From an optimization exercise on the open Yosys and OpenROAD flow, aimed at small area; shortcuts taken in it are not production practice.
The RTL was checked by simulation tests, not by an equivalence proof against the original design.

## direction_to_cube_cross_texel
module direction_to_cube_cross_texel (
  input  logic               clk,
  input  logic               rst,
  input  logic               start,
  output logic               busy,
  input  logic signed [15:0] dir_x,
  input  logic signed [15:0] dir_y,
  input  logic signed [15:0] dir_z,
  input  logic               cfg_we,
  input  logic [10:0]        cfg_wdata,
  output logic               done,
  output logic               hit,
  output logic [2:0]         face,
  output logic [11:0]        texel_col,
  output logic [11:0]        texel_row,
  output logic [23:0]        texel_addr
);
For scale: roughly 6900 cells after synthesis, roughly 370 flip-flops, roughly 120 I/O pins.
Settings: LEC_CHECK=0, ABC_AREA=1, CAP_MARGIN=20, CORE_MARGIN=2, CORE_UTILIZATION=40, SLEW_MARGIN=20; clock period 9.0 ns.
run.sh (not shown) runs the stock make flow with config.mk's settings and CLKGATE_MAP_FILE= SYNTH_SCRIPT=/design/flow/synth_recipe.tcl, a recipe that flattens the netlist after the stock synthesis.
The first run completed without violations.
Edit:
==> flow/flow/run.sh (new file) <==
#!/bin/bash
# The standard layout, except that the input and output port buffers use the smallest buffer cell
# (sky130_fd_sc_hd__buf_1) instead of the one buffer_ports picks by default.
set -euo pipefail
export BUFFER_PORTS_ARGS="-buffer_cell sky130_fd_sc_hd__buf_1"
bash standard.sh finish > standard.log 2>&1
==> flow/standard.sh (new file) <==
#!/bin/bash
# synth_recipe.tcl (not shown) runs the flow's synth.tcl, then flattens the netlist and writes it again
# the make line also repeats each setting of config.mk as NAME=value (left out here)
make -C /OpenROAD-flow-scripts/flow DESIGN_CONFIG=/design/flow/config.mk WORK_HOME=/design/flow/orfs CLKGATE_MAP_FILE= SYNTH_SCRIPT=/design/flow/synth_recipe.tcl "${@:-finish}"
- CTS_BUF_LIST: default -> sky130_fd_sc_hd__clkbuf_16
- CTS_CLUSTER_DIAMETER: default -> 120
- CTS_CLUSTER_SIZE: default -> 24
- GPL_TIMING_DRIVEN: default -> 0
removed: flow/run.sh
=> The changed run produced a clean layout; die area does not change; register-to-register slack is better by 0.03 ns; routed wire length grows by 7.2%; count of clock-buffer cells in the layout shrinks by 29; utilization shrinks by 0.60 points; final cell count grows by about 1.6%; first-iteration DRC count grows by 6.0%; worst hold slack is about the same; design area shrinks by 1.4%.
Edit:
--- a/flow/flow/run.sh
+++ b/flow/flow/run.sh
@@ -3 +3,2 @@
-# (sky130_fd_sc_hd__buf_1) instead of the one buffer_ports picks by default.
+# (sky130_fd_sc_hd__buf_1), and after global routing ORFS's power recovery downsizes cells on
+# up to 40% of the paths with positive slack.
@@ -5,0 +7 @@
+export RECOVER_POWER=40
- GPL_TIMING_DRIVEN: 0 -> default
=> The changed run ran to the end with violations: capacitance limit, slew limit; via count went down by 1.2%; core utilization decreases by 1.1 points; cell area is lower by 2.6%; worst setup slack gets better by 0.40 ns; count of clock-buffer cells in the layout went down by 2.
Edit:
==> flow/flow/run.sh (replaced) <==
#!/bin/bash
# The standard layout, except that the input and output port buffers use the smallest buffer cell
# (sky130_fd_sc_hd__buf_1) instead of the one buffer_ports picks by default.
set -euo pipefail
export BUFFER_PORTS_ARGS="-buffer_cell sky130_fd_sc_hd__buf_1"
bash standard.sh finish > standard.log 2>&1
What happened: Now the flow completed without violations. Maximum frequency is about the same. Worst setup slack is better by 0.020 ns. Wire length hardly moves. Core utilization hardly moves.

========
Setup of run A:
Starting RTL as in the previous note.
==> flow/config.mk <==
export PLATFORM = sky130hd
export DESIGN_NAME = direction_to_cube_cross_texel
export DESIGN_NICKNAME = direction_to_cube_cross_texel
export VERILOG_FILES = /design/flow/design.v
export SDC_FILE = /design/flow/constraint.sdc
export NUM_CORES = 4
export LEC_CHECK = 0
export ABC_AREA = 1
export CAP_MARGIN = 0
export CORE_MARGIN = 2
export CORE_UTILIZATION = 40
export CTS_BUF_LIST = sky130_fd_sc_hd__clkbuf_16
export CTS_CLUSTER_DIAMETER = 120
export CTS_CLUSTER_SIZE = 24
export SLEW_MARGIN = 0
==> flow/constraint.sdc <==
create_clock -name core_clock -period 9.0 [get_ports {clk}]
set_input_delay 1.8000 -clock core_clock [delete_from_list [all_inputs] [get_ports {clk}]]
set_output_delay 1.8000 -clock core_clock [all_outputs]
set_load 0.01 [all_outputs]
standard.sh (not shown) runs the stock make flow with config.mk's settings and CLKGATE_MAP_FILE= SYNTH_SCRIPT=/design/flow/synth_recipe.tcl, a recipe that flattens the netlist after the stock synthesis.
==> flow/flow/run.sh <==
#!/bin/bash
# The standard layout, except that the input and output port buffers use the smallest buffer cell
# (sky130_fd_sc_hd__buf_1) instead of the one buffer_ports picks by default.
set -euo pipefail
export BUFFER_PORTS_ARGS="-buffer_cell sky130_fd_sc_hd__buf_1"
bash standard.sh finish > standard.log 2>&1
The flow did not stop early for run A: all stages ran, and the layout cleared the timing, DRC and antenna checks.
Input changes introduced in run B (baseline for comparison: run A):
Settings: swapping 0 for 20 in SLEW_MARGIN; swapping 0 for 20 in CAP_MARGIN.
==> flow/run.sh (new file) <==
#!/bin/bash
# synth_recipe.tcl (not shown) runs the flow's synth.tcl, then flattens the netlist and writes it again
# the make line also repeats each setting of config.mk as NAME=value (left out here)
make -C /OpenROAD-flow-scripts/flow DESIGN_CONFIG=/design/flow/config.mk WORK_HOME=/design/flow/orfs CLKGATE_MAP_FILE= SYNTH_SCRIPT=/design/flow/synth_recipe.tcl finish
removed: flow/flow/run.sh
removed: flow/standard.sh
## What came out
- Run B ended up with met4 as its top layer used by detailed routing; run A ended up with met5.
- Per the comparison of run B with run A, setup slack -0.26 ns, count of max-cap constraint violations ~0 delta, proportion of final cell area spent on non-clock buffers +1.6 points, height of the chip ~0 delta.
- The run showing the smaller measured slew at the worst slew-check pin is run B.
- [run B] final area rose 950 sq um relative to run A
Edits applied to the flow inputs when going from run B to run C:
Settings: CTS_BUF_LIST no longer set, was sky130_fd_sc_hd__clkbuf_16; CTS_CLUSTER_DIAMETER no longer set, was 120; CTS_CLUSTER_SIZE no longer set, was 24.
==> flow/flow/run.sh (new file) <==
#!/bin/bash
# The standard layout, with two area settings: the port buffers use the smallest buffer cell, and
# after global routing cells on paths with positive slack are downsized (ORFS's power recovery).
set -euo pipefail
export BUFFER_PORTS_ARGS="-buffer_cell sky130_fd_sc_hd__buf_1"
export RECOVER_POWER=100
bash standard.sh finish > standard.log 2>&1
==> flow/standard.sh (new file) <==
#!/bin/bash
# synth_recipe.tcl (not shown) runs the flow's synth.tcl, then flattens the netlist and writes it again
# the make line also repeats each setting of config.mk as NAME=value (left out here)
make -C /OpenROAD-flow-scripts/flow DESIGN_CONFIG=/design/flow/config.mk WORK_HOME=/design/flow/orfs CLKGATE_MAP_FILE= SYNTH_SCRIPT=/design/flow/synth_recipe.tcl "${@:-finish}"
removed: flow/run.sh
[flow] run C | stages: complete | final checks: fail | reason: capacitance limit, slew limit
Summary of run C over run B: total count of max-transition violations in the final report went up, clock latency on the worst-skew pair neither gained nor lost much.
The via count reported for run C is higher than the one for run B.
texel_addr[23] as the destination of the critical timing path was reported by run B, and rc_s1[4]$_SDFF_PP0_ by run C.
The setup slack of run C is smaller than that of run B.
On buffering stage count on the worst path with inverters included: between run C and run B, it ends up lower for run B.
Run C ended up with dir_y[15] as its timing startpoint of the critical path; run B ended up with vr_s6[8]$_DFF_P_.
Re detailed-router iteration count before antenna repair: run C is 1 down on run B.
Compared with run B, run C instantiates a larger number of cells.
As far as summed instance area of the synthesized netlist goes, run C and run B are indistinguishable; the numbers are identical.
The inputs of run D differ from those of run C as listed below.
Settings: putting CTS_CLUSTER_SIZE at 28 where nothing was set; putting CTS_BUF_LIST at sky130_fd_sc_hd__clkbuf_16 where nothing was set; putting CTS_CLUSTER_DIAMETER at 110 where nothing was set.
==> flow/flow/run.sh <==
#!/bin/bash
# The standard layout, except that the input and output port buffers use the smallest buffer cell
# (sky130_fd_sc_hd__buf_1) instead of the one buffer_ports picks by default.
set -euo pipefail
export BUFFER_PORTS_ARGS="-buffer_cell sky130_fd_sc_hd__buf_1"
bash standard.sh finish > standard.log 2>&1
### Flow results
Run D: PASS, flow complete, no timing, DRC or antenna violations
Between run D and run C, the setup slack on the worst flop-to-flop path does not differ in any meaningful way.
Summary of run D over run C: post-route fraction of the period consumed by the critical path decreased 3.3 points; met3 track utilization from global routing decreased 0.61 points; number of non-clock buffers increased 1; first-iteration DRC count essentially unchanged; maximum clock frequency increased 3.6%.
Delay of the slowest critical-path stage: run D vs run C down 0.48 ns
The run with more routed wire is run C, not run D.
[inputs] run E vs run D
Settings: swapping 28 for 24 in CTS_CLUSTER_SIZE; putting PLACE_DENSITY at 0.7 where nothing was set; swapping 110 for 120 in CTS_CLUSTER_DIAMETER.
### Flow results
Delta (run E minus run D): instance count on the critical path increased 1, area of the multi-input gates essentially unchanged.
The final worst slack of run E was inferior to that of run D.
In run E, clock latency on the worst-skew pair is lower than in run D.
In the reports for run E and run D, the smaller weighted congestion reported at the end of routability-driven placement belongs to run D.
Run E -> run D: sequential share of layout area flat
Topmost layer with routed signal wires = met4: run E; topmost layer with routed signal wires = met5: run D

==> afterwards: timing with drivers on the ports <==
No port has a modelled driver above. Below, the same layouts with a new extraction and two added sets of constraints. Step 1 (the two cells are an assumption about what drives the block):
set clk [get_ports {clk}]
set_driving_cell -lib_cell sky130_fd_sc_hd__clkbuf_16 $clk
set_driving_cell -lib_cell sky130_fd_sc_hd__buf_2 [delete_from_list [all_inputs] $clk]
Step 2, shift: input delay + t, output delay - t, t = (earliest + latest rising clock arrival at the registers) / 2. This alone moves slack from input paths to output paths. Slacks: no drivers / after step 1 / after step 2; pairs: no drivers / after step 1.
run | t (ns) | slack for setup (ns) | worst setup path after step 2 | slew at the worst register clock pin (ns)
the first run of note 1 | 0.679 | 0.541 / 0.467 / 0.442 | input to register | 0.08 / 0.08
the second run of note 1 | 0.658 | 0.380 / 0.415 / -0.243 | input to register | 0.10 / 0.10
the third run of note 1 | 0.635 | 0.783 / 0.717 / 0.593 | input to register | 0.10 / 0.10
the fourth run of note 1 | 0.636 | 0.802 / 0.736 / 0.601 | input to register | 0.10 / 0.10
run A | 0.636 | 0.802 / 0.736 / 0.601 | input to register | 0.10 / 0.10
run B | 0.655 | 0.542 / 0.467 / 0.446 | input to register | 0.10 / 0.10
run C | 0.652 | 0.481 / 0.522 / -0.130 | input to register | 0.07 / 0.07
run D | 0.655 | 0.776 / 0.708 / 0.632 | input to register | 0.11 / 0.11
run E | 0.647 | 0.769 / 0.693 / 0.650 | input to register | 0.11 / 0.11
The setup slack of the second run of note 1, which loses most, moves by +0.035 ns with the drivers and by -0.623 ns with both steps.
